Context: an optimization exercise on an open-source flow, tuned for small area, a short achievable clock period and few clock cycles per item. The choices shown serve that exercise and are no tape-out recipe. Where RTL was checked, it was by simulation tests only, not by an equivalence proof against the original. For runs 2, 3 and 6, only the layout was checked, not whether the RTL still works.

**design/flow/run.sh**
```bash
#!/bin/bash
# synth_recipe.tcl (not shown) runs the flow's synth.tcl, then flattens the netlist and writes it again
# the make line also repeats each setting of config.mk as NAME=value (left out here)
make -C /OpenROAD-flow-scripts/flow DESIGN_CONFIG=/design/flow/config.mk WORK_HOME=/design/flow/orfs CLKGATE_MAP_FILE= SYNTH_SCRIPT=/design/flow/synth_recipe.tcl finish
```
**design/flow/config.mk**
```make
export PLATFORM = sky130hd
export DESIGN_NAME = permutation_multi_round
export DESIGN_NICKNAME = permutation_multi_round
export VERILOG_FILES = /design/flow/design.v
export SDC_FILE = /design/flow/constraint.sdc
export NUM_CORES = 4
export LEC_CHECK = 0
export CAP_MARGIN = 20
export CORE_MARGIN = 2
export CORE_UTILIZATION = 40
export SLEW_MARGIN = 20
```
**design/flow/constraint.sdc**
```tcl
create_clock -name core_clock -period 5.0 [get_ports {clock}]
set_input_delay 1.0000 -clock core_clock [delete_from_list [all_inputs] [get_ports {clock}]]
set_output_delay 1.0000 -clock core_clock [all_outputs]
set_load 0.01 [all_outputs]
```
**design/flow/design.v**
```verilog
module permutation_multi_round #(
  parameter int UNROLL = 1
) (
  input  logic         clock,
  input  logic         reset_n,
  input  logic         i_sys_enable,
  input  logic         i_start,
  input  logic [3:0]   i_num_rounds,
  input  logic [319:0] i_state,
  output logic         o_busy,
  output logic         o_done,
  output logic         o_error,
  output logic [319:0] o_state
);
  if (!(UNROLL == 1 || UNROLL == 2 || UNROLL == 3 ||
        UNROLL == 4 || UNROLL == 6 || UNROLL == 12)) begin : g_bad_unroll
    $error("permutation_multi_round: UNROLL must be one of 1,2,3,4,6,12");
  end
  typedef enum logic [0:0] {
    ST_IDLE = 1'b0,
    ST_RUN  = 1'b1
  } t_fsm;
  function automatic logic [63:0] ror64(input logic [63:0] x, input integer n);
    logic [127:0] w_dbl;
    w_dbl = {x, x} >> n;
    ror64 = w_dbl[63:0];
  endfunction
  function automatic logic [319:0] ascon_round(input logic [319:0] s, input logic [3:0] idx);
    logic [63:0] x0, x1, x2, x3, x4;
    logic [63:0] t0, t1, t2, t3, t4;
    x0 = s[319:256];
    x1 = s[255:192];
    x2 = s[191:128];
    x3 = s[127:64];
    x4 = s[63:0];
    x2 = x2 ^ {56'd0, 4'hF - idx, idx};
    x0 = x0 ^ x4;
    x4 = x4 ^ x3;
    x2 = x2 ^ x1;
    t0 = ~x0 & x1;
    t1 = ~x1 & x2;
    t2 = ~x2 & x3;
    t3 = ~x3 & x4;
    t4 = ~x4 & x0;
    x0 = x0 ^ t1;
    x1 = x1 ^ t2;
    x2 = x2 ^ t3;
    x3 = x3 ^ t4;
    x4 = x4 ^ t0;
    x1 = x1 ^ x0;
    x0 = x0 ^ x4;
    x3 = x3 ^ x2;
    x2 = ~x2;
    x0 = x0 ^ ror64(x0, 19) ^ ror64(x0, 28);
    x1 = x1 ^ ror64(x1, 61) ^ ror64(x1, 39);
    x2 = x2 ^ ror64(x2, 1)  ^ ror64(x2, 6);
    x3 = x3 ^ ror64(x3, 10) ^ ror64(x3, 17);
    x4 = x4 ^ ror64(x4, 7)  ^ ror64(x4, 41);
    ascon_round = {x0, x1, x2, x3, x4};
  endfunction
  t_fsm         r_fsm;
  logic [3:0]   r_idx;
  logic [319:0] r_state;
  logic         r_busy;
  logic         r_done;
  logic         r_error;
  t_fsm         w_fsm_nxt;
  logic [3:0]   w_idx_nxt;
  logic [319:0] w_state_nxt;
  logic         w_busy_nxt;
  logic         w_done_nxt;
  logic         w_error_nxt;
  logic [319:0] w_base_state;
  logic [3:0]   w_base_idx;
  logic [3:0]   w_chain_idx;
  logic [319:0] w_chain;
  logic         w_legal;
  logic         w_abort;
  assign w_abort = 1'b0;
  assign w_legal = (i_num_rounds >= 4'd1) && (i_num_rounds <= 4'd12) &&
                   ((int'(i_num_rounds) % UNROLL) == 0);
  always_comb begin
    if (r_fsm == ST_IDLE) begin
      w_base_state = i_state;
      w_base_idx   = 4'd12 - i_num_rounds;
    end else begin
      w_base_state = r_state;
      w_base_idx   = r_idx;
    end
  end
  always_comb begin
    w_chain     = w_base_state;
    w_chain_idx = w_base_idx;
    for (int k = 0; k < UNROLL; k++) begin
      w_chain     = ascon_round(w_chain, w_chain_idx);
      w_chain_idx = w_chain_idx + 4'd1;
    end
  end
  always_comb begin
    w_fsm_nxt   = r_fsm;
    w_idx_nxt   = r_idx;
    w_state_nxt = r_state;
    w_busy_nxt  = 1'b0;
    w_done_nxt  = 1'b0;
    w_error_nxt = 1'b0;
    case (r_fsm)
      ST_IDLE: begin
        if (i_start) begin
          if (w_legal) begin
            w_state_nxt = w_chain;
            if (w_chain_idx == 4'd12) begin
              w_done_nxt = 1'b1;
              w_idx_nxt  = 4'd0;
            end else begin
              w_fsm_nxt  = ST_RUN;
              w_idx_nxt  = w_chain_idx;
              w_busy_nxt = 1'b1;
            end
          end else begin
            w_error_nxt = 1'b1;
          end
        end else begin
          w_error_nxt = 1'b0;
        end
      end
      ST_RUN: begin
        if (w_abort) begin
          w_fsm_nxt = ST_IDLE;
          w_idx_nxt = 4'd0;
        end else begin
          w_state_nxt = w_chain;
          if (w_chain_idx == 4'd12) begin
            w_fsm_nxt  = ST_IDLE;
            w_idx_nxt  = 4'd0;
            w_done_nxt = 1'b1;
          end else begin
            w_idx_nxt  = w_chain_idx;
            w_busy_nxt = 1'b1;
          end
        end
      end
      default: begin
        w_fsm_nxt = ST_IDLE;
        w_idx_nxt = 4'd0;
      end
    endcase
  end
  always_ff @(posedge clock or negedge reset_n) begin
    if (!reset_n) begin
      r_fsm   <= ST_IDLE;
      r_idx   <= 4'd0;
      r_state <= 320'd0;
      r_busy  <= 1'b0;
      r_done  <= 1'b0;
      r_error <= 1'b0;
    end else if (!i_sys_enable) begin
      r_fsm   <= ST_IDLE;
      r_idx   <= 4'd0;
      r_state <= 320'd0;
      r_busy  <= 1'b0;
      r_done  <= 1'b0;
      r_error <= 1'b0;
    end else begin
      r_fsm   <= w_fsm_nxt;
      r_idx   <= w_idx_nxt;
      r_state <= w_state_nxt;
      r_busy  <= w_busy_nxt;
      r_done  <= w_done_nxt;
      r_error <= w_error_nxt;
    end
  end
  assign o_busy  = r_busy;
  assign o_done  = r_done;
  assign o_error = r_error;
  assign o_state = r_state;
endmodule
```
==> qor.tcl, run 1 <==
set qor(crit_type) {register to register}
set qor(critPathCaptureType) {register}
set qor(width_of_the_die_um) 284
set qor(timing.critical_path.fanout_max) 47
set qor(gr-total-overflow) 0
set qor(timing.critical_path.slowest_stage_cell) {sky130_fd_sc_hd__dfrtp_4}
set qor(clock_latency_of_the_later_clocked_register_in_the_worst_skew_pair_ps) 590
set qor(avgSynthCellArea_um2) 9.82
set qor(detailedPlacementHpwl_um) 125000
set qor(outcome) {timing/DRC/antenna clean}
set qor(synth.ff_latch_count) 327
set qor(groute.layer.met2.usage) 0.578
set qor(critPathRequiredTime_ps) 5450
set qor(post_cts_hold_buffer_count) 0
set qor(grt_max_degree) 100
set qor(place.gp.congestion) 1.05
set qor(critical_path_arrival_ps) 4810
set qor(initialDrtViolationCount) 2856
set qor(core.rowCount) 102
set qor(area_delta_synth_final_pct) 32.7
set qor(cpLargestDelayFamily) {XOR/XNOR gates}
set qor(pre_cts_ws_ps) 682
set qor(share_of_the_clock_period_used_by_the_worst_path) 0.871
set qor(postRouteAntennaNets) 0
set qor(final_period_minus_worst_setup_slack_ps) 4360
set qor(gr-usage-all-layers) 0.361
set qor(grt.met1_usage) 0.462
set qor(setup_tns_ps) 0
set qor(setup_ws_ps) 643
set qor(synth.largest_area_cell) {sky130_fd_sc_hd__dfrtp_1}
set qor(antenna_violations_before_repair) 7
set qor(post_route_drc) 0
set qor(number_of_max_cap_violations) 0
set qor(maxClockFrequency_mhz) 229
set qor(synth.top_cell.area_share) 0.260
set qor(timing.critical_path.cells) {inv_4 -> mux2i_1 -> ha_1 -> xor2_1 -> xnor2_2 -> xor2_1 -> xnor2_1 -> o21ai_1}
set qor(final_hold_viol_count) 0
set qor(use_met3) 0.0803
set qor(fillers) 7290
set qor(worst_path_most_repeated_cell) {sky130_fd_sc_hd__xor2_1}
set qor(netlist-cell-type-count) 45
set qor(initial_cell_density_of_the_core) 0.405
set qor(h-tree-depth) 2
set qor(dr_total_vias) 27262
set qor(clkTransAtPathRegs_ps) 60
set qor(slew_viol_final) 0
set qor(buffer_ports.inserted) 650
set qor(first_pass_grt_wire_length_um) 207000
set qor(finished_layout_cell_area_mm2) 0.0417
set qor(cts_made_buffers) 41
set qor(clk_path_buf_depth) 3
set qor(fp.dieArea_mm2) 0.0809
set qor(wirelength_um) 150000
set qor(sequential_share_of_the_synthesized_area) 0.260
set qor(netlist_top_cells_area) {sky130_fd_sc_hd__dfrtp_1, sky130_fd_sc_hd__xnor2_1, sky130_fd_sc_hd__xor2_1}
set qor(grt_setup_unrepaired) {false}
set qor(cts.sink_count) 327
set qor(firstDrtPassIters) 5
set qor(tightest_pin_transition_ps) 1220
set qor(synth_flop_cell) {sky130_fd_sc_hd__dfrtp_1}
set qor(cts_setup_buffers) 0
set qor(maxSlewHeadroom) 0.179
set qor(holdCritPathClass) {input port to async pin}
set qor(syn-cell-area_mm2) 0.0314
set qor(routing_layer_with_the_top_usage_in_global_route) {met2}
set qor(core_region_area_mm2) 0.0776
set qor(clock_tree.root_cell) {sky130_fd_sc_hd__clkbuf_16}
set qor(hold_slack_ps) 434
set qor(crit_path_start_kind) {register}
set qor(final-setup-viol-count) 0
set qor(synth.yosys.warnings) 1
set qor(postSynthCellCount) 3201
set qor(postSynthNetCount) 3659
set qor(ys_async_sr_fraction) 1.00
set qor(finClkSkew_ps) 18.8
set qor(io_pins) 651
set qor(fp.dieH_um) 284
set qor(post_cts_resized) 0
set qor(cp.buffers_inverters) 1
set qor(first_global_vias) 26778
set qor(placedInstanceArea_mm2) 0.0403
set qor(synth-edff-count) 0
set qor(cts_tree) {done}
set qor(nets) 4430
set qor(detail_route.vias_per_cell) 5.40
set qor(average_wire_per_cell_in_the_routed_design_um) 29.8
set qor(layout-drive-gt1-share) 0.127
set qor(critical_path.max_stage_delay_ps) 1110
==> final timing paths <==
path / depth (start not counted) / endpoint / slack, ps / from
worst max-delay path: 8 / r_state[64] / 640 / r_fsm
worst min-delay path: 1 / r_state[153] / 430 / reset_n
worst max register to register: 8 / r_state[64] / 640 / r_fsm
worst min register to register: 2 / r_state[150] / 510 / r_state[150]
max in group asynchronous: 2 / r_state[118] / 3440 / reset_n
min in group core_clock: 2 / r_state[150] / 510 / r_state[150]
==> synthesized netlist by cell type (14+ instances only) <==
cell,count
sky130_fd_sc_hd__a22o_1,14
sky130_fd_sc_hd__buf_6,33
sky130_fd_sc_hd__clkbuf_1,67
sky130_fd_sc_hd__dfrtp_1,327
sky130_fd_sc_hd__ha_1,130
sky130_fd_sc_hd__inv_1,53
sky130_fd_sc_hd__maj3_1,57
sky130_fd_sc_hd__mux2_2,118
sky130_fd_sc_hd__mux2i_1,293
sky130_fd_sc_hd__mux2i_2,29
sky130_fd_sc_hd__nand2_1,326
sky130_fd_sc_hd__nor2_1,109
sky130_fd_sc_hd__o21ai_0,230
sky130_fd_sc_hd__o21ai_1,81
sky130_fd_sc_hd__xnor2_1,772
sky130_fd_sc_hd__xnor2_2,74
sky130_fd_sc_hd__xor2_1,398
==> flip-flops by register name (all words and copies together) (netlist names) <==
register	flops
r_idx	4
r_done	1
r_error	1
r_state	320
r_fsm	1
==> layout by cell type, fill, tap and decap left out, types with 4 or more instances in the layout <==
cell type,Yosys,routed
sky130_fd_sc_hd__mux2_2,118,118
sky130_fd_sc_hd__nor2_1,109,109
sky130_fd_sc_hd__inv_1,53,53
sky130_fd_sc_hd__xnor2_2,74,75
sky130_fd_sc_hd__o21ai_0,230,230
sky130_fd_sc_hd__xnor2_1,772,771
sky130_fd_sc_hd__buf_4,9,177
sky130_fd_sc_hd__a211oi_1,6,6
sky130_fd_sc_hd__nor2b_1,13,13
sky130_fd_sc_hd__mux2i_1,293,293
sky130_fd_sc_hd__bufinv_16,0,7
sky130_fd_sc_hd__nand2_1,326,326
sky130_fd_sc_hd__clkbuf_1,67,8
sky130_fd_sc_hd__mux2i_4,9,9
sky130_fd_sc_hd__ha_1,130,130
sky130_fd_sc_hd__buf_12,0,20
sky130_fd_sc_hd__xor2_1,398,398
sky130_fd_sc_hd__clkbuf_8,0,9
sky130_fd_sc_hd__clkdlybuf4s50_1,0,649
sky130_fd_sc_hd__maj3_1,57,57
sky130_fd_sc_hd__o21ai_1,81,80
sky130_fd_sc_hd__a22o_1,14,14
sky130_fd_sc_hd__maj3_2,7,7
sky130_fd_sc_hd__mux2i_2,29,29
sky130_fd_sc_hd__clkinv_2,0,4
sky130_fd_sc_hd__and2_1,4,4
sky130_fd_sc_hd__clkbuf_16,0,41
sky130_fd_sc_hd__dfrtp_1,327,326
sky130_fd_sc_hd__a21oi_1,4,4
==> metal layers <==
| metal | wire length (µm) | part of all wire |
|---|---|---|
| met3 | 14100 | 0.094 |
| met2 | 68500 | 0.46 |
| met1 | 59300 | 0.39 |
| met4 | 8150 | 0.054 |
| met5 | 57 | 0.00038 |
==> logic make-up (layout without fill, tap and decap cells) <==
logic type	after synthesis	in the layout	share of synthesized area
adders and majority gates	194	194	0.0724
xor gates and xnor gates	1245	1245	0.365
buffers and inverters	173	974	0.0300
muxes	452	452	0.156
DFF	327	327	0.260
AOI/OAI and AO/OA	344	344	0.0578
and+or+nand+nor	466	466	0.0586
other	0	2	0
==> cell type report <==
class                   instances  area [µm²]  share of cell area
diodes                          2        5.00            0.000120
well taps                    1040        1300              0.0312
clock inverters                15         262             0.00627
flip-flops and latches        327        8190               0.196
clock buffers                  58        1180              0.0283
multi-input cells            2701       22300               0.535
inverters                      54         205             0.00492
repair buffers                847        8240               0.198
==> metrics by stage <==
stage                     utilization  cells
final                           0.538   5044
after detailed placement        0.519   4969
after floorplan                     -   3201
after global placement          0.519   4969
after CTS                       0.538   5042
after global routing            0.538   5043
==> worst register-to-register path, cell delays in order (launching register included) <==
cell	delay, ps
sky130_fd_sc_hd__dfrtp_4	1110
sky130_fd_sc_hd__inv_4	480
sky130_fd_sc_hd__mux2i_1	530
sky130_fd_sc_hd__ha_1	320
sky130_fd_sc_hd__xor2_1	860
sky130_fd_sc_hd__xnor2_2	330
sky130_fd_sc_hd__xor2_1	250
sky130_fd_sc_hd__xnor2_1	260
sky130_fd_sc_hd__o21ai_1	90
Testbench counts, summed over its fixed seeds: cycles 22,998, items 2,400.
==> inputs of run 2 (changes only) <==
==> design/flow/design.v (replaced) <==
module permutation_multi_round (
  input  logic         clock,
  input  logic         reset_n,
  input  logic         i_sys_enable,
  input  logic         i_start,
  input  logic [3:0]   i_num_rounds,
  input  logic [319:0] i_state,
  output logic         o_busy,
  output logic         o_done,
  output logic         o_error,
  output logic [319:0] o_state
);
  function automatic logic [63:0] ror64(input logic [63:0] x, input integer n);
    logic [127:0] w_dbl;
    w_dbl = {x, x} >> n;
    ror64 = w_dbl[63:0];
  endfunction
  function automatic logic [319:0] round_tail(input logic [319:0] r);
    logic [63:0] z0, z1, z2, z3, z4;
    z0 = r[319:256] ^ r[63:0];
    z1 = r[255:192] ^ r[319:256];
    z2 = r[191:128];
    z3 = r[127:64] ^ r[191:128];
    z4 = r[63:0];
    z0 = z0 ^ ror64(z0, 19) ^ ror64(z0, 28);
    z1 = z1 ^ ror64(z1, 61) ^ ror64(z1, 39);
    z2 = z2 ^ ror64(z2, 1)  ^ ror64(z2, 6);
    z3 = z3 ^ ror64(z3, 10) ^ ror64(z3, 17);
    z4 = z4 ^ ror64(z4, 7)  ^ ror64(z4, 41);
    round_tail = {z0, z1, z2, z3, z4};
  endfunction
  function automatic logic [319:0] round_head(input logic [319:0] s, input logic [3:0] idx);
    logic [63:0] a0, a1, a2, a3, a4;
    logic [63:0] y0, y1, y2, y3, y4;
    a0 = s[319:256] ^ s[63:0];
    a1 = s[255:192];
    a2 = s[191:128] ^ s[255:192] ^ {56'd0, 4'hF - idx, idx};
    a3 = s[127:64];
    a4 = s[63:0] ^ s[127:64];
    y0 = a0 ^ (~a1 & a2);
    y1 = a1 ^ (~a2 & a3);
    y2 = a2 ^ (~a3 & a4);
    y3 = a3 ^ (~a4 & a0);
    y4 = a4 ^ (~a0 & a1);
    round_head = {y0, y1, ~y2, ~y3, y4};
  endfunction
  logic         r_run;
  logic [3:0]   r_idx;
  logic [319:0] r_state;
  logic         r_done;
  logic         r_error;
  logic [319:0] w_tail;
  logic [319:0] w_src;
  logic [3:0]   w_src_idx;
  logic [319:0] w_head;
  logic         w_legal;
  logic         w_load;
  logic         w_last;
  assign w_legal = (i_num_rounds >= 4'd1) && (i_num_rounds <= 4'd12);
  assign w_load  = !r_run && i_start && w_legal;
  assign w_tail    = round_tail(r_state);
  assign w_src     = r_run ? w_tail : i_state;
  assign w_src_idx = r_run ? r_idx + 4'd1 : 4'd12 - i_num_rounds;
  assign w_head    = round_head(w_src, w_src_idx);
  assign w_last    = (w_src_idx == 4'd11);
  always_ff @(posedge clock or negedge reset_n) begin
    if (!reset_n) begin
      r_run   <= 1'b0;
      r_idx   <= 4'd0;
      r_state <= 320'd0;
      r_done  <= 1'b0;
      r_error <= 1'b0;
    end else if (!i_sys_enable) begin
      r_run   <= 1'b0;
      r_idx   <= 4'd0;
      r_state <= 320'd0;
      r_done  <= 1'b0;
      r_error <= 1'b0;
    end else begin
      if (r_run || w_load) begin
        r_state <= w_head;
        r_idx   <= w_src_idx;
        r_run   <= !w_last;
        r_done  <= w_last;
      end else begin
          r_done  <= 1'b0;
      end
      r_error <= !r_run && i_start && !w_legal;
    end
  end
  assign o_busy  = r_run;
  assign o_done  = r_done;
  assign o_error = r_error;
  assign o_state = round_tail(r_state);
endmodule
==> run 2 against run 1 <==
Cell count down 4.5%. Still clean. Sequential cell count did not move. Register-to-register slack gained 930 ps. Via count down 1.4%. Worst hold slack improved by 5.4 ps. Die area decreased by 2.2%. Clock skew down 3.9 ps.
==> qor.tcl, run 2 <==
set qor(postSynthNetCount) 3701
set qor(initialDrtViolationCount) 3027
set qor(top_regs) {r_state: 320 flops, r_idx: 4 flops}
set qor(critical_path.max_stage_delay_ps) 810
set qor(yosysMostFrequentCell) {sky130_fd_sc_hd__xnor2_1}
set qor(syn-cell-area_mm2) 0.0307
set qor(h-tree-depth) 2
set qor(cts_made_buffers) 43
set qor(antenna_violations_before_repair) 3
set qor(area_delta_synth_final_pct) 27.6
set qor(netlist_top_cells_area) {sky130_fd_sc_hd__dfrtp_1, sky130_fd_sc_hd__xnor2_1, sky130_fd_sc_hd__mux2i_1}
set qor(clock_tree.root_cell) {sky130_fd_sc_hd__clkbuf_16}
set qor(clock_latency_of_the_later_clocked_register_in_the_worst_skew_pair_ps) 580
set qor(r2r-start) {r_state[132]}
set qor(share_of_the_clock_period_used_by_the_worst_path) 0.857
set qor(setup_tns_ps) 0
set qor(firstDrtPassIters) 5
set qor(fp.dieArea_mm2) 0.0791
set qor(worst_setup_path_startpoint) {r_state[153]}
set qor(first_global_vias) 25447
set qor(gr-total-overflow) 0
set qor(synth.top_cell.area_share) 0.266
set qor(finished_layout_cell_area_mm2) 0.0392
set qor(outcome) {timing/DRC/antenna clean}
set qor(gr-usage-all-layers) 0.374
set qor(fp.dieH_um) 281
set qor(layout-drive-gt1-share) 0.0695
set qor(synth.yosys.warnings) 1
set qor(crit_type) {register to output pin}
set qor(dr_total_vias) 26876
set qor(detailedPlacementHpwl_um) 126000
set qor(average_wire_per_cell_in_the_routed_design_um) 31.6
set qor(initial_cell_density_of_the_core) 0.404
set qor(post_cts_resized) 0
set qor(crit_path_start_kind) {register}
set qor(finClkSkew_ps) 14.9
set qor(detail_route.vias_per_cell) 5.58
set qor(cts.sink_count) 327
set qor(number_of_max_cap_violations) 0
set qor(fillers) 7215
set qor(timing.critical_path.slowest_stage_cell) {sky130_fd_sc_hd__xnor2_1}
set qor(netlist-cell-type-count) 44
set qor(post_route_drc) 0
set qor(critPathRequiredTime_ps) 4000
set qor(placedInstanceArea_mm2) 0.0379
set qor(largest-register) {r_state}
set qor(buffer_ports.inserted) 650
set qor(io_pins) 651
set qor(reg2reg_to) {r_state[4]}
set qor(maxSlewHeadroom) 0.193
set qor(grt_setup_unrepaired) {false}
set qor(clk_path_buf_depth) 3
set qor(layout_commonest_cell) {sky130_fd_sc_hd__clkdlybuf4s50_1}
set qor(maxClockFrequency_mhz) 233
set qor(synth.largest_area_cell) {sky130_fd_sc_hd__dfrtp_1}
set qor(synth.cells.most_frequent) {sky130_fd_sc_hd__xnor2_1, sky130_fd_sc_hd__dfrtp_1, sky130_fd_sc_hd__nand2_1}
set qor(ys_async_sr_fraction) 1.00
set qor(clkTransAtPathRegs_ps) 60
set qor(grt_max_degree) 113
set qor(postSynthCellCount) 3249
set qor(avgSynthCellArea_um2) 9.46
set qor(timing.critical_path.cells) {xnor2_1 -> xnor2_1 -> xnor2_1 -> clkdlybuf4s50_1}
set qor(wirelength_um) 152000
set qor(sequential_share_of_the_synthesized_area) 0.266
set qor(nets) 4207
set qor(timing.critical_path.fanout_max) 5
set qor(holdCritPathClass) {input port to async pin}
set qor(synth-edff-count) 0
set qor(critPathCaptureType) {output pin}
set qor(worst_path_most_repeated_cell) {sky130_fd_sc_hd__xnor2_1}
set qor(core.rowCount) 101
set qor(most-common-layout-cells) {sky130_fd_sc_hd__clkdlybuf4s50_1, sky130_fd_sc_hd__xnor2_1, sky130_fd_sc_hd__dfrtp_1}
set qor(slew_viol_final) 0
set qor(final-setup-viol-count) 0
set qor(synth.ff_latch_count) 327
set qor(critical_path_arrival_ps) 3290
set qor(post_cts_hold_buffer_count) 0
set qor(r2r.worst_path.cells) 7
set qor(tightest_pin_transition_ps) 1200
set qor(cts_tree) {done}
set qor(final_period_minus_worst_setup_slack_ps) 4290
set qor(place.gp.congestion) 1.03
set qor(postRouteAntennaNets) 0
set qor(regToRegSetupSlack_ps) 1570
set qor(core_region_area_mm2) 0.0761
set qor(first_pass_grt_wire_length_um) 204000
set qor(cts_setup_buffers) 0
set qor(width_of_the_die_um) 281
set qor(final_hold_viol_count) 0
set qor(largest_register_ffs) 320
set qor(synth_flop_cell) {sky130_fd_sc_hd__dfrtp_1}
-- run 2: cell count changes after synthesis, moves of 50 or more --
| cell | before | now |
|---|---|---|
| sky130_fd_sc_hd__o21ai_0 | 230 | 72 |
| sky130_fd_sc_hd__o31ai_1 | 0 | 56 |
| sky130_fd_sc_hd__inv_1 | 53 | 229 |
| sky130_fd_sc_hd__a21oi_1 | 4 | 115 |
| sky130_fd_sc_hd__o21ai_1 | 81 | 247 |
| sky130_fd_sc_hd__xnor3_1 | 0 | 74 |
| sky130_fd_sc_hd__and3_1 | 2 | 57 |
| sky130_fd_sc_hd__xor2_1 | 398 | 261 |
| sky130_fd_sc_hd__mux2_2 | 118 | 68 |
| sky130_fd_sc_hd__maj3_1 | 57 | 2 |
| sky130_fd_sc_hd__nor2_1 | 109 | 59 |
| sky130_fd_sc_hd__a32oi_1 | 0 | 62 |
| sky130_fd_sc_hd__buf_2 | 8 | 153 |
| sky130_fd_sc_hd__xnor2_1 | 772 | 590 |
-- run 2: how the worst max path moves through the flow --
stage / endpoint / slack [ps] / depth (start not counted)
2_1_floorplan: r_state[32] / 2030 / 13
3_3_place_gp: r_state[20] / 1210 / 10
3_5_place_dp: r_state[20] / 1140 / 11
4_1_cts: o_state[79] / 730 / 4
5_1_grt: o_state[68] / 720 / 4
6_report: o_state[79] / 710 / 4
-- run 2: cell families after synthesis --
kind of cell               Yosys count  synth area share
buffers and inverters              485            0.0718
DFF                                327             0.266
AOI/OAI and AO/OA                  578             0.110
xor gates and xnor gates           975             0.327
adders and majority gates          126            0.0511
and+or+nand+nor                    428            0.0588
muxes                              330             0.116
-- run 2: per-layer routing --
metal  track usage  routed length (µm)  vias up
met5             0                  13        -
met4         0.149                7020        2
met3        0.0644               12900      221
met2         0.598               69200     1436
met1         0.501               62900    13433
li1              -                   -    11784
-- run 2: area by class of cell --
type                    count  area [µm²]  area share
well taps                1030        1290      0.0329
inverters                 229         860      0.0219
multi-input cells        2437       20400       0.519
diodes                      2        5.00    0.000128
clock buffers              65        1270      0.0324
repair buffers            717        7190       0.183
flip-flops and latches    327        8190       0.209
clock inverters             8        65.1     0.00166
-- run 2: stage by stage --
stage / hold WS [ps] / util / std cells / setup WS [ps]
4_1_cts: 458 / 0.516 / 4813 / 733
3_3_place_gp: 489 / 0.498 / 4740 / 1210
6_report: 440 / 0.516 / 4815 / 713
5_1_grt: 495 / 0.516 / 4813 / 723
3_5_place_dp: 496 / 0.498 / 4740 / 1140
2_1_floorplan: 475 / - / 3249 / 2030
-- run 2: worst max-delay path: cells and delay by family (launching register included) --
kind	cells	cell delay, ps
XOR/XNOR	3	1570
buffers and inverters	1	620
flip-flops	1	520
==> inputs of run 3 (changes only) <==
--- a/design/flow/design.v
+++ b/design/flow/design.v
@@ -10,18 +10,19 @@
   output logic         o_error,
   output logic [319:0] o_state
 );
+  localparam int CUT = 0;
   function automatic logic [63:0] ror64(input logic [63:0] x, input integer n);
     logic [127:0] w_dbl;
     w_dbl = {x, x} >> n;
     ror64 = w_dbl[63:0];
   endfunction
-  function automatic logic [319:0] round_tail(input logic [319:0] r);
+  function automatic logic [319:0] round_tail(input logic [319:0] z);
     logic [63:0] z0, z1, z2, z3, z4;
-    z0 = r[319:256] ^ r[63:0];
-    z1 = r[255:192] ^ r[319:256];
-    z2 = r[191:128];
-    z3 = r[127:64] ^ r[191:128];
-    z4 = r[63:0];
+    z0 = z[319:256];
+    z1 = z[255:192];
+    z2 = z[191:128];
+    z3 = z[127:64];
+    z4 = z[63:0];
     z0 = z0 ^ ror64(z0, 19) ^ ror64(z0, 28);
     z1 = z1 ^ ror64(z1, 61) ^ ror64(z1, 39);
     z2 = z2 ^ ror64(z2, 1)  ^ ror64(z2, 6);
@@ -29,12 +30,12 @@
     z4 = z4 ^ ror64(z4, 7)  ^ ror64(z4, 41);
     round_tail = {z0, z1, z2, z3, z4};
   endfunction
-  function automatic logic [319:0] round_head(input logic [319:0] s, input logic [3:0] idx);
+  function automatic logic [319:0] round_head(input logic [319:0] s, input logic [7:0] rc);
     logic [63:0] a0, a1, a2, a3, a4;
     logic [63:0] y0, y1, y2, y3, y4;
     a0 = s[319:256] ^ s[63:0];
     a1 = s[255:192];
-    a2 = s[191:128] ^ s[255:192] ^ {56'd0, 4'hF - idx, idx};
+    a2 = s[191:128] ^ s[255:192] ^ {56'd0, rc};
     a3 = s[127:64];
     a4 = s[63:0] ^ s[127:64];
     y0 = a0 ^ (~a1 & a2);
@@ -42,7 +43,10 @@
     y2 = a2 ^ (~a3 & a4);
     y3 = a3 ^ (~a4 & a0);
     y4 = a4 ^ (~a0 & a1);
-    round_head = {y0, y1, ~y2, ~y3, y4};
+    round_head = {y0 ^ y4, y1 ^ y0, ~y2, y3 ^ y2, y4};
+  endfunction
+  function automatic logic [7:0] rconst(input logic [3:0] i);
+    rconst = {4'hF - i, i};
   endfunction
   logic         r_run;
   logic [3:0]   r_idx;
@@ -56,13 +60,21 @@
   logic         w_legal;
   logic         w_load;
   logic         w_last;
-  assign w_legal = (i_num_rounds >= 4'd1) && (i_num_rounds <= 4'd12);
+  assign w_legal = (i_num_rounds != 4'd0) &&
+                   !(i_num_rounds[3] && i_num_rounds[2] && (i_num_rounds[1] || i_num_rounds[0]));
   assign w_load  = !r_run && i_start && w_legal;
   assign w_tail    = round_tail(r_state);
-  assign w_src     = r_run ? w_tail : i_state;
   assign w_src_idx = r_run ? r_idx + 4'd1 : 4'd12 - i_num_rounds;
-  assign w_head    = round_head(w_src, w_src_idx);
   assign w_last    = (w_src_idx == 4'd11);
+  if (CUT == 0) begin : g_cut0
+    assign w_src   = r_run ? r_state : i_state;
+    assign w_head  = round_tail(round_head(w_src, rconst(w_src_idx)));
+    assign o_state = r_state;
+  end else begin : g_cut1
+    assign w_src   = r_run ? w_tail : i_state;
+    assign w_head  = round_head(w_src, rconst(w_src_idx));
+    assign o_state = w_tail;
+  end
   always_ff @(posedge clock or negedge reset_n) begin
     if (!reset_n) begin
       r_run   <= 1'b0;
@@ -83,7 +95,7 @@
         r_run   <= !w_last;
         r_done  <= w_last;
       end else begin
-          r_done  <= 1'b0;
+        r_done  <= 1'b0;
       end
       r_error <= !r_run && i_start && !w_legal;
     end
@@ -91,5 +103,4 @@
   assign o_busy  = r_run;
   assign o_done  = r_done;
   assign o_error = r_error;
-  assign o_state = round_tail(r_state);
 endmodule
--- a/design/flow/config.mk
+++ b/design/flow/config.mk
@@ -8,4 +8,5 @@
 export CAP_MARGIN = 20
 export CORE_MARGIN = 2
 export CORE_UTILIZATION = 40
+export SETUP_SLACK_MARGIN = 1.5
 export SLEW_MARGIN = 20
==> run 3 against run 2 <==
Still clean on timing, DRC and antenna. Cell count rose by 3.6%. Worst hold slack got worse by 64 ps. Register-to-register slack lost 100 ps. Non-clock buffer count increased by 108. Critical path type is now register to register. Critical endpoint is now r_state[199]. Largest cell class unchanged. Highest routed layer unchanged.
==> qor.tcl, run 3 <==
set qor(place.gp.congestion) 1.03
set qor(core_region_area_mm2) 0.0773
set qor(post_cts_hold_buffer_count) 0
set qor(finClkSkew_ps) 19.6
set qor(h-tree-depth) 2
set qor(clk_path_buf_depth) 3
set qor(layout_commonest_cell) {sky130_fd_sc_hd__xnor2_1}
set qor(grt_max_degree) 102
set qor(ys_async_sr_fraction) 1.00
set qor(outcome) {timing/DRC/antenna clean}
set qor(core.rowCount) 102
set qor(fp.dieH_um) 283
set qor(first_pass_grt_wire_length_um) 211000
set qor(regToRegSetupSlack_ps) 1470
set qor(wirelength_um) 153000
set qor(finish.utilization) 0.538
set qor(fp.dieArea_mm2) 0.0802
set qor(largest_register_ffs) 320
set qor(antenna_violations_before_repair) 5
set qor(area_delta_synth_final_pct) 33.4
set qor(detailedPlacementHpwl_um) 128000
set qor(detail_route.vias_per_cell) 5.44
set qor(synth.largest_area_cell) {sky130_fd_sc_hd__dfrtp_1}
set qor(largest-register) {r_state}
set qor(final_hold_viol_count) 0
set qor(final_period_minus_worst_setup_slack_ps) 3530
set qor(grt_setup_unrepaired) {true}
set qor(synth.top_cell.area_share) 0.262
set qor(netlist_top_cells_area) {sky130_fd_sc_hd__dfrtp_1, sky130_fd_sc_hd__xnor2_1, sky130_fd_sc_hd__xor2_1}
set qor(synth.ff_latch_count) 327
set qor(average_wire_per_cell_in_the_routed_design_um) 30.6
set qor(timing.critical_path.fanout_max) 29
set qor(io_pins) 651
set qor(firstDrtPassIters) 7
set qor(number_of_max_cap_violations) 0
set qor(r2r-start) {r_run}
set qor(syn-cell-area_mm2) 0.0312
set qor(initialDrtViolationCount) 2876
set qor(gr-usage-all-layers) 0.371
set qor(sequential_share_of_the_synthesized_area) 0.262
set qor(clkTransAtPathRegs_ps) 60
set qor(yosysMostFrequentCell) {sky130_fd_sc_hd__xnor2_1}
set qor(fillers) 7171
set qor(critPathCaptureType) {register}
set qor(tightest_pin_transition_ps) 1290
set qor(maxSlewHeadroom) 0.135
set qor(postRouteAntennaNets) 0
set qor(most-common-layout-cells) {sky130_fd_sc_hd__xnor2_1, sky130_fd_sc_hd__clkdlybuf4s50_1, sky130_fd_sc_hd__xor2_1}
set qor(synth.cells.most_frequent) {sky130_fd_sc_hd__xnor2_1, sky130_fd_sc_hd__xor2_1, sky130_fd_sc_hd__dfrtp_1}
set qor(clock_latency_of_the_later_clocked_register_in_the_worst_skew_pair_ps) 600
set qor(layout-drive-gt1-share) 0.131
set qor(critPathRequiredTime_ps) 5470
set qor(cts.sink_count) 327
set qor(crit_path_start_kind) {register}
set qor(gr-total-overflow) 0
set qor(netlist-cell-type-count) 45
set qor(cts_made_buffers) 43
set qor(share_of_the_clock_period_used_by_the_worst_path) 0.707
set qor(final-setup-viol-count) 0
set qor(avgSynthCellArea_um2) 9.85
set qor(synth-edff-count) 0
set qor(r2r.worst_path.cells) 9
set qor(clock_tree.root_cell) {sky130_fd_sc_hd__clkbuf_16}
set qor(setup_tns_ps) 0
set qor(cts_tree) {done}
set qor(top_regs) {r_state: 320 flops, r_idx: 4 flops}
set qor(slew_viol_final) 0
set qor(synth.yosys.warnings) 1
set qor(reg2reg_to) {r_state[199]}
set qor(critical_path_arrival_ps) 4000
set qor(maxClockFrequency_mhz) 283
set qor(postSynthCellCount) 3166
set qor(first_global_vias) 26572
set qor(postSynthNetCount) 3616
set qor(width_of_the_die_um) 283
set qor(initial_cell_density_of_the_core) 0.403
set qor(dr_total_vias) 27159
set qor(crit_type) {register to register}
set qor(post_route_drc) 0
set qor(holdCritPathClass) {input port to async pin}
set qor(synth_flop_cell) {sky130_fd_sc_hd__dfrtp_1}
set qor(nets) 4367
set qor(buffer_ports.inserted) 650
-- run 3: cell families after synthesis --
| kind of cell | Yosys count | synth area share |
|---|---|---|
| flops | 327 | 0.262 |
| fa+ha+maj | 186 | 0.0701 |
| simple gates | 454 | 0.0567 |
| compound gates | 351 | 0.0605 |
| mux | 440 | 0.151 |
| buf+inv | 169 | 0.0288 |
| xor+xnor | 1239 | 0.370 |
-- run 3: per-layer routing --
metal,track usage,wire length (µm),vias up
li1,-,-,11983
met3,0.0771,14000,319
met5,0,37,-
met2,0.599,70200,1421
met4,0.163,8030,6
met1,0.478,60600,13430
-- run 3: what timing repair did --
action,CTS,global route
endpoints found under the setup margin,176,57
setup buffers,4,4
cloned,0,0
endpoints found under the hold margin,0,0
pin swaps,0,2
gates resized for setup,12,32
-- run 3: worst max path at each step --
stage	endpoint	slack (ps)	startpoint	cells past startpoint
6_report	r_state[199]	1470	r_run	9
5_1_grt	r_state[99]	1440	r_run	10
4_1_cts	r_state[199]	1490	r_run	9
3_5_place_dp	r_state[199]	790	i_num_rounds[0]	8
3_3_place_gp	r_state[199]	820	i_num_rounds[0]	8
2_1_floorplan	r_state[118]	1980	i_num_rounds[1]	8
-- run 3: area by class of cell --
type,count,area [µm²],area share
flip-flops and latches,327,8190,0.197
repair buffers,825,8060,0.194
clock buffers,58,1210,0.0291
diodes,2,5.00,0.000120
multi-input cells,2670,22400,0.539
clock inverters,16,224,0.00538
inverters,50,193,0.00463
well taps,1040,1300,0.0313
-- run 3: stage by stage --
step | setup slack, ps | hold slack, ps | cell area, µm² | std cells
CTS | 1490 | 453 | 41300 | 4982
detailed placement | 789 | 492 | 39700 | 4904
global placement | 821 | 483 | 39700 | 4904
finish | 1470 | 376 | 41600 | 4988
global route | 1440 | 454 | 41600 | 4986
floorplan | 1980 | 476 | 31200 | 3166
-- run 3: worst max-delay path, stage by stage, from the launching register on --
cell	delay, ps
sky130_fd_sc_hd__dfrtp_4	510
sky130_fd_sc_hd__buf_12	170
sky130_fd_sc_hd__inv_6	290
sky130_fd_sc_hd__buf_12	300
sky130_fd_sc_hd__mux2_2	430
sky130_fd_sc_hd__xor2_1	290
sky130_fd_sc_hd__nand2_1	190
sky130_fd_sc_hd__xnor2_4	450
sky130_fd_sc_hd__xnor3_1	410
sky130_fd_sc_hd__a22o_1	190
==> inputs of run 4 (changes only) <==
--- a/design/flow/design.v
+++ b/design/flow/design.v
@@ -10,7 +10,7 @@
   output logic         o_error,
   output logic [319:0] o_state
 );
-  localparam int CUT = 0;
+  localparam int CUT = 1;
   function automatic logic [63:0] ror64(input logic [63:0] x, input integer n);
     logic [127:0] w_dbl;
     w_dbl = {x, x} >> n;
==> run 4 against run 3 <==
Register-to-register slack better by 260 ps. Fmax grew 0.48%. Worst hold slack improved by 86 ps. Sequential share of layout area rose by 0.88 points. Non-clock buffer count shrank 139. Critical endpoint is now o_state[105]. First-iteration DRC count is 14% lower. Sequential cell count unchanged. Cell count decreased by 10%.
==> qor.tcl, run 4 <==
set qor(outcome) {timing/DRC/antenna clean}
set qor(regToRegSetupSlack_ps) 1730
set qor(largest_register_ffs) 320
set qor(timing.critical_path.slowest_stage_cell) {sky130_fd_sc_hd__dfrtp_1}
set qor(dr_total_vias) 25364
set qor(synth.largest_area_cell) {sky130_fd_sc_hd__dfrtp_1}
set qor(area_delta_synth_final_pct) 29.9
set qor(maxClockFrequency_mhz) 284
set qor(slew_viol_final) 0
set qor(first_pass_grt_wire_length_um) 205000
set qor(fp.dieH_um) 281
set qor(layout-drive-gt1-share) 0.0831
set qor(average_wire_per_cell_in_the_routed_design_um) 34.1
set qor(gr-usage-all-layers) 0.379
set qor(detail_route.vias_per_cell) 5.66
set qor(firstDrtPassIters) 7
set qor(layout_commonest_cell) {sky130_fd_sc_hd__clkdlybuf4s50_1}
set qor(crit_type) {register to output pin}
set qor(setup_ws_ps) 1480
set qor(share_of_the_clock_period_used_by_the_worst_path) 0.703
set qor(initial_cell_density_of_the_core) 0.404
set qor(detailedPlacementHpwl_um) 128000
set qor(avgSynthCellArea_um2) 10.8
set qor(final_hold_viol_count) 0
set qor(core.rowCount) 101
set qor(final_period_minus_worst_setup_slack_ps) 3520
set qor(setup_tns_ps) 0
set qor(reg2reg_to) {r_state[280]}
set qor(yosysMostFrequentCell) {sky130_fd_sc_hd__xnor2_1}
set qor(most-common-layout-cells) {sky130_fd_sc_hd__clkdlybuf4s50_1, sky130_fd_sc_hd__xnor2_1, sky130_fd_sc_hd__nand2_1}
set qor(largest-register) {r_state}
set qor(timing.critical_path.fanout_max) 4
set qor(cts_made_buffers) 42
set qor(worst_path_most_repeated_cell) {sky130_fd_sc_hd__xnor2_1}
set qor(r2r.worst_path.cells) 6
set qor(cts.sink_count) 327
set qor(placedInstanceArea_mm2) 0.0382
set qor(place.gp.congestion) 1.01
set qor(critical_path_arrival_ps) 2520
set qor(clock_tree.root_cell) {sky130_fd_sc_hd__clkbuf_16}
set qor(initialDrtViolationCount) 2485
set qor(postSynthNetCount) 3282
set qor(io_pins) 651
set qor(nets) 3876
set qor(critPathRequiredTime_ps) 4000
set qor(final-setup-viol-count) 0
set qor(pre_cts_ws_ps) 1010
set qor(synth-edff-count) 0
set qor(post_route_drc) 0
set qor(buffer_ports.inserted) 650
set qor(netlist_top_cells_area) {sky130_fd_sc_hd__dfrtp_1, sky130_fd_sc_hd__xnor2_1, sky130_fd_sc_hd__xor3_1}
set qor(clock_latency_of_the_later_clocked_register_in_the_worst_skew_pair_ps) 580
set qor(r2r-start) {r_run}
set qor(synth.top_cell.area_share) 0.267
set qor(syn-cell-area_mm2) 0.0307
set qor(grt_setup_unrepaired) {false}
set qor(maxSlewHeadroom) 0.328
set qor(finish.utilization) 0.525
set qor(synth_flop_cell) {sky130_fd_sc_hd__dfrtp_1}
set qor(crit_path_start_kind) {register}
set qor(final_cell_count_no_fill) 4482
set qor(tightest_pin_transition_ps) 1010
set qor(top_regs) {r_state: 320 flops, r_idx: 4 flops}
set qor(synth.yosys.warnings) 1
set qor(clk_path_buf_depth) 3
set qor(finClkSkew_ps) 20.7
set qor(gr-total-overflow) 0
set qor(synth.ff_latch_count) 327
set qor(netlist-cell-type-count) 46
set qor(critical_path.endpoint) {o_state[105]}
set qor(grt_max_degree) 150
set qor(timing.critical_path.cells) {xnor2_1 -> xnor2_1 -> clkdlybuf4s50_1}
set qor(number_of_max_cap_violations) 0
set qor(finished_layout_cell_area_mm2) 0.0398
set qor(wirelength_um) 153000
set qor(antenna-diode-count) 0
set qor(sequential_share_of_the_synthesized_area) 0.267
set qor(antenna_violations_before_repair) 5
set qor(postRouteAntennaNets) 0
set qor(first_global_vias) 24954
set qor(holdCritPathClass) {input port to async pin}
set qor(critPathCaptureType) {output pin}
set qor(cts_tree) {done}
set qor(ys_async_sr_fraction) 1.00
set qor(fillers) 6716
set qor(fp.dieArea_mm2) 0.0789
set qor(width_of_the_die_um) 281
set qor(critical_path.max_stage_delay_ps) 690
set qor(dpl.cell_count) 4409
set qor(h-tree-depth) 2
set qor(clkTransAtPathRegs_ps) 60
set qor(worst_setup_path_startpoint) {r_state[115]}
set qor(core_region_area_mm2) 0.0759
set qor(postSynthCellCount) 2832
set qor(synth.cells.most_frequent) {sky130_fd_sc_hd__xnor2_1, sky130_fd_sc_hd__nand2_1, sky130_fd_sc_hd__dfrtp_1}
==> run 4: changes by cell type in the layout (fill, tap and decap cells not counted), moves of 55 or more <==
cell                      before  now
sky130_fd_sc_hd__o21ai_1      73   13
sky130_fd_sc_hd__buf_4       156   26
sky130_fd_sc_hd__xnor2_2      78   23
sky130_fd_sc_hd__nor2_1      118   28
sky130_fd_sc_hd__xnor2_1     740  585
sky130_fd_sc_hd__xor2_1      389  128
sky130_fd_sc_hd__xor3_1        4  207
==> run 4: worst min-delay path by stage <==
stage | start | endpoint | slack [ps]
3_5_place_dp | r_idx[2] | r_idx[2] | 530
3_3_place_gp | r_idx[1] | r_idx[1] | 500
2_1_floorplan | r_idx[1] | r_idx[1] | 470
5_1_grt | reset_n | r_state[77] | 540
6_report | reset_n | r_state[77] | 460
4_1_cts | r_idx[2] | r_idx[2] | 540
==> run 4: final cells by class <==
type | count | area [µm²] | area share
multi-input cells | 2362 | 22100 | 0.554
flip-flops and latches | 327 | 8190 | 0.206
repair buffers | 686 | 6910 | 0.174
well taps | 1030 | 1290 | 0.0323
clock buffers | 58 | 1200 | 0.0302
clock inverters | 12 | 146 | 0.00367
inverters | 7 | 26.3 | 0.000660
==> run 4: kinds of logic after synthesis <==
logic type               after synthesis  synth area share
flip-flops                           327             0.267
AO/OA/AOI/OAI                        374            0.0690
AND/OR/NAND/NOR                      475            0.0669
XOR/XNOR                             952             0.377
multiplexers                         375             0.129
buffers and inverters                143            0.0208
adder cells (fa/ha/maj)              186            0.0706
==> run 4: repair_timing <==
action	4_1_cts	5_1_grt
setup endpoints to repair	22	250
setup buffers	1	2
hold buffers	0	0
pin swaps	1	2
gates resized for setup	21	9
==> run 4: worst max-delay path: cells and delay by family (launching register included) <==
kind | cells | cell delay (ps)
flops | 1 | 690
buf+inv | 1 | 640
xor+xnor | 2 | 590
==> run 4: stage by stage <==
| step | hold slack, ps |
|---|---|
| after floorplan | 468 |
| after global placement | 503 |
| after detailed placement | 528 |
| after CTS | 543 |
| after global routing | 544 |
| final | 461 |
==> run 4: routing by layer <==
| layer | share of wire | vias to the layer above | track usage |
|---|---|---|---|
| met5 | 0.00022 | - | 0 |
| met4 | 0.047 | 4 | 0.156 |
| met3 | 0.085 | 259 | 0.0740 |
| met2 | 0.46 | 1309 | 0.615 |
| met1 | 0.40 | 12868 | 0.495 |
| li1 | - | 10924 | - |
Testbench counts of run 4, summed over its fixed seeds: cycles 22,998, items 2,400.
==> inputs of run 5 (changes only) <==
--- a/design/flow/config.mk
+++ b/design/flow/config.mk
@@ -8,5 +8,5 @@
 export CAP_MARGIN = 20
 export CORE_MARGIN = 2
 export CORE_UTILIZATION = 40
-export SETUP_SLACK_MARGIN = 1.5
+export SETUP_SLACK_MARGIN = 2.0
 export SLEW_MARGIN = 20
==> run 5 against run 4 <==
Still clean on timing, DRC and antenna. Die area unchanged. Sequential share of layout area down 0.71 points. Cell area up 7.7%.
==> qor.tcl, run 5 <==
set qor(fp.dieH_um) 281
set qor(core_region_area_mm2) 0.0759
set qor(clkTransAtPathRegs_ps) 60
set qor(largest_register_ffs) 320
set qor(timing.critical_path.cells) {xnor2_2 -> xnor2_2 -> clkdlybuf4s50_1}
set qor(ff_latch_area_mm2) 0.00852
set qor(first_pass_grt_wire_length_um) 216000
set qor(wirelength_um) 160000
set qor(post_synth_xor_xnor_area) 0.377
set qor(synth.largest_area_cell) {sky130_fd_sc_hd__dfrtp_1}
set qor(netlist_top_cells_area) {sky130_fd_sc_hd__dfrtp_1, sky130_fd_sc_hd__xnor2_1, sky130_fd_sc_hd__xor3_1}
set qor(synth_top_family_by_area) {XOR/XNOR gates}
set qor(detail_route.vias_per_cell) 5.68
set qor(fp.dieArea_mm2) 0.0789
set qor(average_wire_per_cell_in_the_routed_design_um) 34.0
set qor(nets) 4100
set qor(outcome) {timing/DRC/antenna clean}
set qor(dr_total_vias) 26747
set qor(r2r.worst_path.cells) 7
set qor(cts.sink_count) 327
set qor(initial_cell_density_of_the_core) 0.404
set qor(gr-total-overflow) 0
set qor(initialDrtViolationCount) 2623
set qor(r2r-start) {r_state[289]}
set qor(area_delta_synth_final_pct) 39.9
set qor(maxClockFrequency_mhz) 320
set qor(clock_latency_of_the_later_clocked_register_in_the_worst_skew_pair_ps) 580
set qor(crit_type) {register to output pin}
set qor(number_of_max_cap_violations) 0
set qor(layout_commonest_cell) {sky130_fd_sc_hd__xnor2_1}
set qor(worst_path_most_repeated_cell) {sky130_fd_sc_hd__xnor2_2}
set qor(gr-usage-all-layers) 0.400
set qor(synth_flop_cell) {sky130_fd_sc_hd__dfrtp_1}
set qor(share_of_the_clock_period_used_by_the_worst_path) 0.624
set qor(first_global_vias) 26395
set qor(slew_viol_final) 0
set qor(clock_tree.root_cell) {sky130_fd_sc_hd__clkbuf_16}
set qor(finClkSkew_ps) 16.2
set qor(core.rowCount) 101
set qor(synth-adder-area-share) 0.0706
set qor(yosys-mux-area-fraction) 0.129
set qor(fraction_of_the_mapped_netlist_area_in_compound_gates) 0.0690
set qor(fillers) 6608
set qor(tightest_pin_transition_ps) 1070
set qor(synth-edff-count) 0
set qor(finish.utilization) 0.565
set qor(final_hold_viol_count) 0
set qor(most-common-layout-cells) {sky130_fd_sc_hd__xnor2_1, sky130_fd_sc_hd__nand2_1, sky130_fd_sc_hd__clkdlybuf4s50_1}
set qor(synth.yosys.warnings) 1
set qor(multi_input_area_mm2) 0.0232
set qor(crit_path_start_kind) {register}
set qor(yosys.area_share.simple) 0.0669
set qor(timing.critical_path.fanout_max) 4
set qor(sequential_share_of_the_synthesized_area) 0.267
set qor(detailedPlacementHpwl_um) 128000
set qor(width_of_the_die_um) 281
set qor(cts_tree) {done}
set qor(critPathRequiredTime_ps) 4000
set qor(critPathCaptureType) {output pin}
set qor(postSynthCellCount) 2832
set qor(grt_setup_unrepaired) {true}
set qor(grt_max_degree) 110
set qor(syn-cell-area_mm2) 0.0307
set qor(reg2reg_to) {r_state[270]}
set qor(setup_tns_ps) 0
set qor(final_period_minus_worst_setup_slack_ps) 3120
set qor(layout-drive-gt1-share) 0.291
set qor(post_route_drc) 0
set qor(top_regs) {r_state: 320 flops, r_idx: 4 flops}
set qor(synth.top_cell.area_share) 0.267
set qor(clk_path_buf_depth) 3
set qor(holdCritPathClass) {input port to async pin}
set qor(critical_path_arrival_ps) 2120
set qor(maxSlewHeadroom) 0.288
set qor(antenna_violations_before_repair) 14
set qor(cts_made_buffers) 42
set qor(h-tree-depth) 2
set qor(firstDrtPassIters) 5
set qor(synth.cells.most_frequent) {sky130_fd_sc_hd__xnor2_1, sky130_fd_sc_hd__nand2_1, sky130_fd_sc_hd__dfrtp_1}
set qor(timing.critical_path.slowest_stage_cell) {sky130_fd_sc_hd__clkdlybuf4s50_1}
set qor(netlist-cell-type-count) 46
set qor(io_pins) 651
set qor(ys_async_sr_fraction) 1.00
set qor(final-setup-viol-count) 0
set qor(regToRegSetupSlack_ps) 1980
set qor(postSynthNetCount) 3282
set qor(place.gp.congestion) 1.01
set qor(synth.ff_latch_count) 327
set qor(postRouteAntennaNets) 0
set qor(avgSynthCellArea_um2) 10.8
set qor(largest-register) {r_state}
set qor(buffer_ports.inserted) 650
set qor(critical_path.max_stage_delay_ps) 580
set qor(yosysMostFrequentCell) {sky130_fd_sc_hd__xnor2_1}
run 5: cell types whose count changed in the layout (fill, tap and decap cells not counted), moves of 196 or more:
cell,change
sky130_fd_sc_hd__buf_4,+196
sky130_fd_sc_hd__dlygate4sd2_1,+287
sky130_fd_sc_hd__dfrtp_1,-260
sky130_fd_sc_hd__dfrtp_2,+260
sky130_fd_sc_hd__clkdlybuf4s50_1,-316
run 5: repair_timing:
item | 4_1_cts | 5_1_grt
buffers inserted | 201 | 20
hold buffers | 0 | 0
setup endpoints to repair | 638 | 81
cloned | 6 | 0
pin swaps | 261 | 44
gates resized for setup | 910 | 43
run 5: logic make-up after synthesis:
logic type               after synthesis
multiplexers                         375
AND/OR/NAND/NOR                      475
adder cells (fa/ha/maj)              186
AO/OA/AOI/OAI                        374
flip-flops                           327
XOR/XNOR                             952
buffers and inverters                143
run 5: how the worst max path moves through the flow:
stage | end | depth (start not counted) | from | slack, ps
floorplan | r_state[63] | 8 | i_num_rounds[0] | 2120
global placement | r_state[170] | 8 | i_num_rounds[0] | 1110
detailed placement | r_state[52] | 8 | i_num_rounds[0] | 1010
CTS | o_state[107] | 3 | r_state[117] | 1750
global route | o_state[106] | 3 | r_state[116] | 1840
finish | o_state[106] | 3 | r_state[116] | 1880
run 5: cell type report:
cell class | instances | share of cell area
Antenna cell | 4 | 0.000233
Clock buffer | 58 | 0.0280
Clock inverter | 12 | 0.00341
Inverter | 7 | 0.000612
Multi-Input combinational cell | 2364 | 0.541
Sequential cell | 327 | 0.199
Tap cell | 1030 | 0.0300
Timing Repair Buffer | 908 | 0.198
run 5: through the flow:
step | hold slack, ps | instance area, µm² | worst slack, ps | instances
4_1_cts | 543 | 42600 | 1750 | 4686
3_5_place_dp | 528 | 38200 | 1010 | 4409
3_3_place_gp | 503 | 38200 | 1110 | 4409
6_report | 427 | 42900 | 1880 | 4710
5_1_grt | 535 | 42900 | 1840 | 4707
2_1_floorplan | 468 | 30700 | 2120 | 2832
run 5: layer usage:
metal,vias up,share of wire,wire length (µm),track usage
met2,1524,0.45,72800,0.634
met4,22,0.059,9380,0.199
met1,13473,0.39,62500,0.514
li1,11394,-,-,-
met3,334,0.096,15400,0.0900
met5,-,0.0012,188,0
run 5: worst max-delay path: cells and delay by family, from the launching register on:
family | cells | cell delay [ps]
buffers and inverters | 1 | 580
DFF | 1 | 520
xor gates and xnor gates | 2 | 430
==> inputs of run 6 (changes only) <==
--- a/design/flow/design.v
+++ b/design/flow/design.v
@@ -10,7 +10,7 @@
   output logic         o_error,
   output logic [319:0] o_state
 );
-  localparam int CUT = 1;
+  localparam int CUT = 0;
   function automatic logic [63:0] ror64(input logic [63:0] x, input integer n);
     logic [127:0] w_dbl;
     w_dbl = {x, x} >> n;
==> run 6 against run 5 <==
Count of clock-buffer cells in the layout did not move. Via count rose by 8.9%. Critical path type is now register to register. First-iteration DRC count rose by 4.2%. Cell count rose by 12%. Critical path depth rose by 10. Die area rose by 1.6%. Register-to-register slack got worse by 96 ps. Utilization rose by 5.7 points. Sequential cell count did not move.
==> qor.tcl, run 6 <==
set qor(outcome) {timing/DRC/antenna clean}
set qor(place.gp.congestion) 1.08
set qor(critPathRequiredTime_ps) 5460
set qor(grt_max_degree) 100
set qor(netlist_top_cells_area) {sky130_fd_sc_hd__dfrtp_1, sky130_fd_sc_hd__xnor2_1, sky130_fd_sc_hd__xor2_1}
set qor(timing.critical_path.slowest_stage_cell) {sky130_fd_sc_hd__dfrtp_4}
set qor(initialDrtViolationCount) 2732
set qor(gr-total-overflow) 0
set qor(largest_register_ffs) 320
set qor(clkTransAtPathRegs_ps) 60
set qor(postRouteAntennaNets) 0
set qor(netlist-cell-type-count) 45
set qor(nets) 4626
set qor(most-common-layout-cells) {sky130_fd_sc_hd__clkdlybuf4s50_1, sky130_fd_sc_hd__xnor2_1, sky130_fd_sc_hd__buf_4}
set qor(first_global_vias) 28301
set qor(clock_tree.root_cell) {sky130_fd_sc_hd__clkbuf_16}
set qor(fillers) 6462
set qor(sequential_share_of_the_synthesized_area) 0.262
set qor(synth-edff-count) 0
set qor(firstDrtPassIters) 5
set qor(final_hold_viol_count) 0
set qor(timing.critical_path.fanout_max) 7
set qor(top_regs) {r_state: 320 flops, r_idx: 4 flops}
set qor(h-tree-depth) 2
set qor(gr-usage-all-layers) 0.386
set qor(postSynthNetCount) 3616
set qor(width_of_the_die_um) 283
set qor(detail_route.vias_per_cell) 5.54
set qor(avgSynthCellArea_um2) 9.85
set qor(postSynthCellCount) 3166
set qor(maxClockFrequency_mhz) 321
set qor(synth.ff_latch_count) 327
set qor(regToRegSetupSlack_ps) 1880
set qor(ff_latch_area_mm2) 0.00819
set qor(crit_type) {register to register}
set qor(yosysMostFrequentCell) {sky130_fd_sc_hd__xnor2_1}
set qor(area_delta_synth_final_pct) 54.3
set qor(placedInstanceArea_mm2) 0.0400
set qor(layout_commonest_cell) {sky130_fd_sc_hd__clkdlybuf4s50_1}
set qor(synth.top_cell.area_share) 0.262
set qor(cts_made_buffers) 42
set qor(clk_path_buf_depth) 3
set qor(ys_async_sr_fraction) 1.00
set qor(multi_input_area_mm2) 0.0260
set qor(critical_path_arrival_ps) 3570
set qor(post_cts_hold_buffer_count) 0
set qor(largest-register) {r_state}
set qor(average_wire_per_cell_in_the_routed_design_um) 31.1
set qor(final-setup-viol-count) 0
set qor(clock_latency_of_the_later_clocked_register_in_the_worst_skew_pair_ps) 600
set qor(first_pass_grt_wire_length_um) 220000
set qor(syn-cell-area_mm2) 0.0312
set qor(cts_tree) {done}
set qor(share_of_the_clock_period_used_by_the_worst_path) 0.623
set qor(detailedPlacementHpwl_um) 127000
set qor(fp.dieArea_mm2) 0.0802
set qor(buffer_ports.inserted) 650
set qor(r2r.worst_path.cells) 13
set qor(maxSlewHeadroom) 0.380
set qor(setup_tns_ps) 0
set qor(dr_total_vias) 29120
set qor(cts.sink_count) 327
set qor(critical_path.max_stage_delay_ps) 450
set qor(fp.dieH_um) 283
set qor(r2r-start) {r_run}
set qor(antenna_violations_before_repair) 13
set qor(wirelength_um) 164000
set qor(post_route_drc) 0
set qor(number_of_max_cap_violations) 0
set qor(finished_layout_cell_area_mm2) 0.0481
set qor(layout-drive-gt1-share) 0.267
set qor(io_pins) 651
set qor(tightest_pin_transition_ps) 930
set qor(crit_path_start_kind) {register}
set qor(slew_viol_final) 0
set qor(synth.largest_area_cell) {sky130_fd_sc_hd__dfrtp_1}
set qor(core_region_area_mm2) 0.0773
set qor(critPathCaptureType) {register}
set qor(core.rowCount) 102
set qor(timing.critical_path.cells) {buf_12 -> buf_12 -> buf_6 -> buf_12 -> mux2_2 -> ha_4 -> xor2_1 -> xnor2_1 -> buf_4 -> buf_4 -> xnor2_1 -> xnor2_1 -> o21ai_0}
set qor(holdCritPathClass) {input port to async pin}
set qor(synth.cells.most_frequent) {sky130_fd_sc_hd__xnor2_1, sky130_fd_sc_hd__xor2_1, sky130_fd_sc_hd__dfrtp_1}
set qor(initial_cell_density_of_the_core) 0.403
set qor(worst_setup_path_startpoint) {r_run}
set qor(synth_flop_cell) {sky130_fd_sc_hd__dfrtp_1}
set qor(grt_setup_unrepaired) {true}
set qor(finClkSkew_ps) 25.1
set qor(synth.yosys.warnings) 1
set qor(final_period_minus_worst_setup_slack_ps) 3120
[run 6: what timing repair did]
action                     CTS  global route
setup buffers               99           117
setup endpoints to repair  324           308
gates resized for setup    306           291
cloned                      12             8
pin swaps                   59            78
[run 6: cells by family (layout without fill, tap and decap cells)]
logic type                 Yosys count  in the layout  synth area share
AOI/OAI and AO/OA                  351            351            0.0605
xor gates and xnor gates          1239           1239             0.370
adders and majority gates          186            186            0.0701
buffers and inverters              169           1213            0.0288
DFF                                327            327             0.262
muxes                              440            440             0.151
other                                0              9                 0
and+or+nand+nor                    454            454            0.0567
[run 6: final timing paths]
| kind | endpoint |
|---|---|
| max | r_state[314] |
| min | r_state[175] |
| max reg2reg | r_state[314] |
| min reg2reg | r_state[183] |
| max in group asynchronous | r_state[138] |
| min in group core_clock | r_state[183] |
[run 6: layout make-up]
| type | instances | area share |
|---|---|---|
| timing repair buffer | 1085 | 0.226 |
| clock inverter | 20 | 0.00478 |
| antenna | 9 | 0.000468 |
| inverter | 50 | 0.00416 |
| tap | 1040 | 0.0270 |
| clock buffer | 58 | 0.0261 |
| sequential | 327 | 0.170 |
| multi-input combinational | 2670 | 0.541 |
[run 6: stage by stage]
step                      std cells  setup slack (ps)  hold slack (ps)  utilization
final                          5259              1880              488        0.622
after global routing           5257              1860              529        0.622
after CTS                      5125              1870              510        0.582
after detailed placement       4936               857              494        0.518
after global placement         4936               870              489        0.518
after floorplan                3166              2030              476            -
[run 6: critical path: cells and delay by family (launching register included)]
kind            cells  cell delay [ps]
buf+inv             6              990
compound gates      1              110
mux                 1              380
flops               1              450
xor+xnor            4              730
fa+ha+maj           1              300
[run 6: metal layers]
layer,share of wire,routed length [µm],vias up,global-route usage
li1,-,-,12491,-
met1,0.38,61400,14503,0.484
met5,0.00014,23,-,0.000595
met4,0.063,10200,4,0.192
met3,0.10,16600,440,0.0882
met2,0.46,75200,1682,0.627

[re-timing with driven ports]
In the flow no input, the clock included, has a driving cell. The finished layouts below were timed again as built, in two steps.
Step 1 sets driving cells, clkbuf_16 on the clock port and buf_2 on the other inputs (assumed; they add their load-dependent delay and slew).
Step 2, shift: input delay + t, output delay - t, t = (earliest + latest rising clock arrival at the registers) / 2. This alone moves slack from input paths to output paths.
Three values: ideal ports, drivers, drivers and shift; two values: the first two.
run | t (ns) | slack for setup (ns) | worst setup path at the end | clock arrival spread, ns | worst data-port slew with drivers (ns)
run 1 | 0.647 | 0.643 / 0.643 / 0.561 | input to register | 0.020 / 0.020 | 0.10
run 2 | 0.639 | 0.713 / 0.644 / 1.095 | input to register | 0.017 / 0.017 | 0.09
run 3 | 0.659 | 1.467 / 1.467 / 1.070 | input to register | 0.020 / 0.020 | 0.11
run 4 | 0.643 | 1.484 / 1.413 / 1.057 | input to register | 0.021 / 0.021 | 0.08
run 5 | 0.639 | 1.878 / 1.807 / 1.413 | input to register | 0.017 / 0.016 | 0.09
run 6 | 0.666 | 1.884 / 1.883 / 1.368 | input to register | 0.025 / 0.026 | 0.11
After both steps setup and hold are still met in every run listed. The setup slack of run 6, which loses most, moves by -0.001 ns with the drivers and by -0.516 ns with both steps.
